Background: an optimization exercise with open tools, aiming at small area, a short achievable clock period and few clock cycles per item. Do not read the settings as production practice.
In this exercise RTL edits were held to simulation tests only and were not proved equivalent to the original.

Setup of rev 12:
// step_sequencer_with_key_debounce_top
module step_sequencer_with_key_debounce_top #(
   parameter int CHANNELS = sqd_pkg::DEFAULT_CHANNELS,
   parameter int SETTLE_READS = sqd_pkg::DEFAULT_SETTLE_READS
) (
   input  logic clock,
   input  logic reset,
   input  logic req_valid,
   output logic req_ready,
   input  logic [1:0] req_mode,
   input  logic [sqd_pkg::KEY_W-1:0] req_scan_bits,
   input  logic [sqd_pkg::CH_W-1:0] req_wr_channel,
   input  logic [sqd_pkg::STEP_W-1:0] req_wr_step,
   input  logic [sqd_pkg::NOTE_W-1:0] req_wr_note,
   input  logic req_wr_enabled,
   output logic rsp_valid,
   input  logic rsp_ready,
   output logic rsp_advanced,
   output logic [sqd_pkg::STEP_W-1:0] rsp_step_index,
   output logic [sqd_pkg::CV_W-1:0] rsp_cv_first,
   output logic [sqd_pkg::CV_W-1:0] rsp_cv_second,
   output logic rsp_gate_first,
   output logic rsp_gate_second,
   output logic rsp_gate_drum,
   output logic [sqd_pkg::STEPS-1:0] rsp_led_mask,
   output logic [sqd_pkg::KEY_W-1:0] rsp_keys_down,
   input  logic csr_valid,
   output logic csr_ready,
   input  logic [1:0] csr_index,
   input  logic [sqd_pkg::CSR_DATA_W-1:0] csr_data
);
export LEC_CHECK = 0
export CAP_MARGIN = 20
export CORE_MARGIN = 2
export CORE_UTILIZATION = 65
export SLEW_MARGIN = 20
export TNS_END_PERCENT = 100
create_clock -name core_clock -period 10.0 [get_ports {clock}]
standard.sh (not shown) runs the stock make flow with config.mk's settings and CLKGATE_MAP_FILE= SYNTH_SCRIPT=/design/flow/synth_recipe.tcl, a recipe that flattens the netlist after the stock synthesis.
==> flow/flow/run.sh <==
#!/bin/bash
# Standard layout with three changes to how it is made:
#  - timing repair aims past the clock period: repair_timing works until every path has
#    6.6 ns of setup slack at the 10 ns clock;
#  - every port still gets its own buffer, but the smallest one (buf_1);
#  - the clock tree uses clkbuf_8 buffers, clustering up to 14 sinks per leaf buffer,
#    with no dummy loads.
set -euo pipefail
export SETUP_SLACK_MARGIN=6.6
export BUFFER_PORTS_ARGS="-buffer_cell sky130_fd_sc_hd__buf_1"
export CTS_ARGS="-sink_clustering_enable -repair_clock_nets -sink_clustering_size 14 -sink_clustering_max_diameter 60 -dont_use_dummy_load -buf_list sky130_fd_sc_hd__clkbuf_8"
bash standard.sh > standard.log 2>&1
Rev 12 finished every step from synthesis to the final layout, and the layout passed the timing, design-rule and antenna checks.
Testbench counts of rev 12, summed over its fixed seeds: cycles 19,296, items 19,200.
#### Input delta (rev 13 over rev 12)
-- flow/design.v --
<<< rev 12, line 137
   end
   always_ff @(posedge clock) begin
      if (!skid_valid) begin
         skid_mode <= req_mode;
         skid_pay <= port_pay;
>>> rev 13, line 137
   end
   always_ff @(posedge clock) begin
      if (!move && !skid_valid) begin
         skid_mode <= req_mode;
         skid_pay <= port_pay;
<<< rev 12, line 153
   assign s0_scan_bits = s0_pay;
   assign {s0_wr_channel, s0_wr_step, s0_wr_note, s0_wr_enabled} = s0_pay[14:0];
   logic [LEN_W-1:0] step_length_ff;
   logic run_enable_ff;
>>> rev 13, line 153
   assign s0_scan_bits = s0_pay;
   assign {s0_wr_channel, s0_wr_step, s0_wr_note, s0_wr_enabled} = s0_pay[14:0];
   logic state_reset;
   always_ff @(posedge clock) state_reset <= reset;
   logic [LEN_W-1:0] step_length_ff;
   logic run_enable_ff;
<<< rev 12, line 208
   end
   logic [STEP_W-1:0] step_plus1;
   assign step_plus1 = step_ff + 1'b1;
   always_ff @(posedge clock) begin
      if (reset) begin
         step_ff <= '0;
         elapsed_ff <= '0;
         last_scan_ff <= sqd_pkg::SCAN_IDLE;
>>> rev 13, line 210
   end
   logic [STEP_W-1:0] step_plus1;
   always_ff @(posedge clock) begin
      if (state_reset) begin
         step_ff <= '0;
         step_plus1 <= STEP_W'(1);
         elapsed_ff <= '0;
         last_scan_ff <= sqd_pkg::SCAN_IDLE;
<<< rev 12, line 219
      end else if (apply) begin
         advanced_ff <= advance;
         if (advance) step_ff <= step_plus1;
         elapsed_ff <= elapsed_next;
         if (is_scan) begin
>>> rev 13, line 221
      end else if (apply) begin
         advanced_ff <= advance;
         if (advance) begin
            step_ff <= step_plus1;
            step_plus1 <= step_plus1 + 1'b1;
         end
         elapsed_ff <= elapsed_next;
         if (is_scan) begin
<<< rev 12, line 235
   logic row_bit_write, row_bit_flip;
   assign row_col = is_write ? wr_hot : (settled_ff & s0_scan_bits);
   assign row_bit_write = !reset && is_write && s0_wr_enabled;
   assign row_bit_flip = !reset && !is_write;
   for (genvar c = 0; c < CHANNELS; c++) begin : g_row
      logic row_en;
      assign row_en = reset || (apply && ((is_write && (32'(s0_wr_channel) == c))
                                          || (settle && (32'(edit_channel_ff) == c))));
      always_ff @(posedge clock) begin
         for (int s = 0; s < STEPS; s++) begin
            if (row_en && (reset || row_col[s]))
               rows_ff[c][s] <= row_bit_write || (row_bit_flip && !rows_ff[c][s]);
         end
>>> rev 13, line 240
   logic row_bit_write, row_bit_flip;
   assign row_col = is_write ? wr_hot : (settled_ff & s0_scan_bits);
   assign row_bit_write = !state_reset && is_write && s0_wr_enabled;
   assign row_bit_flip = !state_reset && !is_write;
   for (genvar c = 0; c < CHANNELS; c++) begin : g_row
      logic row_en;
      assign row_en = state_reset || (apply && ((is_write && (32'(s0_wr_channel) == c))
                                          || (settle && (32'(edit_channel_ff) == c))));
      always_ff @(posedge clock) begin
         for (int s = 0; s < STEPS; s++) begin
            if (row_en && (state_reset || row_col[s]))
               rows_ff[c][s] <= row_bit_write || (row_bit_flip && !rows_ff[c][s]);
         end
<<< rev 12, line 262
   end
   always_ff @(posedge clock) begin
      if (reset) begin
         cur0_ff <= '0;
         cur1_ff <= '0;
>>> rev 13, line 267
   end
   always_ff @(posedge clock) begin
      if (state_reset) begin
         cur0_ff <= '0;
         cur1_ff <= '0;
<<< rev 12, line 272
   logic [NOTE_W-1:0] note_wdata;
   logic note_wr0, note_wr1;
   assign note_wdata = reset ? '0 : s0_wr_note;
   assign note_wr0 = reset || (apply && is_write && (s0_wr_channel == 3'd0));
   assign note_wr1 = reset || (apply && is_write && (s0_wr_channel == 3'd1));
   always_ff @(posedge clock) begin
      for (int s = 0; s < STEPS; s++) begin
         if (note_wr0 && (reset || wr_hot[s])) notes0_ff[s] <= note_wdata;
         if (note_wr1 && (reset || wr_hot[s])) notes1_ff[s] <= note_wdata;
      end
   end
>>> rev 13, line 277
   logic [NOTE_W-1:0] note_wdata;
   logic note_wr0, note_wr1;
   assign note_wdata = state_reset ? '0 : s0_wr_note;
   assign note_wr0 = state_reset || (apply && is_write && (s0_wr_channel == 3'd0));
   assign note_wr1 = state_reset || (apply && is_write && (s0_wr_channel == 3'd1));
   always_ff @(posedge clock) begin
      for (int s = 0; s < STEPS; s++) begin
         if (note_wr0 && (state_reset || wr_hot[s])) notes0_ff[s] <= note_wdata;
         if (note_wr1 && (state_reset || wr_hot[s])) notes1_ff[s] <= note_wdata;
      end
   end
- Both conditions hold for rev 13: the flow ran to the end and the final layout passed the timing, design-rule and antenna checks.
- | final non-filler cell area | rev 12 vs rev 13 | ≈ equal |
- In rev 13 the required time of the critical path turned out 0.05 ns lower than in rev 12.
- Rev 13 ended with less die area than rev 12.
- Taking rev 12 as the reference, in rev 13 fraction of cell area in non-clock buffers went up 0.28 points, final core utilization has increased, timing-limited maximum frequency climbed about 1.2%, worst hold slack lower.
Testbench counts of rev 13, summed over its fixed seeds: cycles 19,296, items 19,200.

[static timing again, ports no longer ideal]
How much do the figures lean on ideal ports? The routed layouts below were timed once more, with nothing changed but the port constraints.
Step 1, drivers: a clkbuf_16 drives clock and a buf_2 each remaining input, both assumed.
Step 2 moves the port delays by t, midway between the first and last clock arrival at a register: inputs arrive t later, outputs are due t later. That takes back most of the time a late clock gives input paths.
Three values: ideal, step 1, step 2; two values: the first two.
run | shift t [ns] | slack for setup (ns) | worst setup path after step 2 | latest minus earliest clock arrival (ns)
rev 12 | 0.714 | 6.561 / 6.595 / 5.882 | input to register | 0.112 / 0.113
rev 13 | 0.685 | 6.601 / 6.582 / 5.897 | input to register | 0.082 / 0.082
After both steps setup and hold are still met in every run listed. The setup slack of rev 13, which loses most, moves by -0.019 ns with the drivers and by -0.704 ns with both steps.
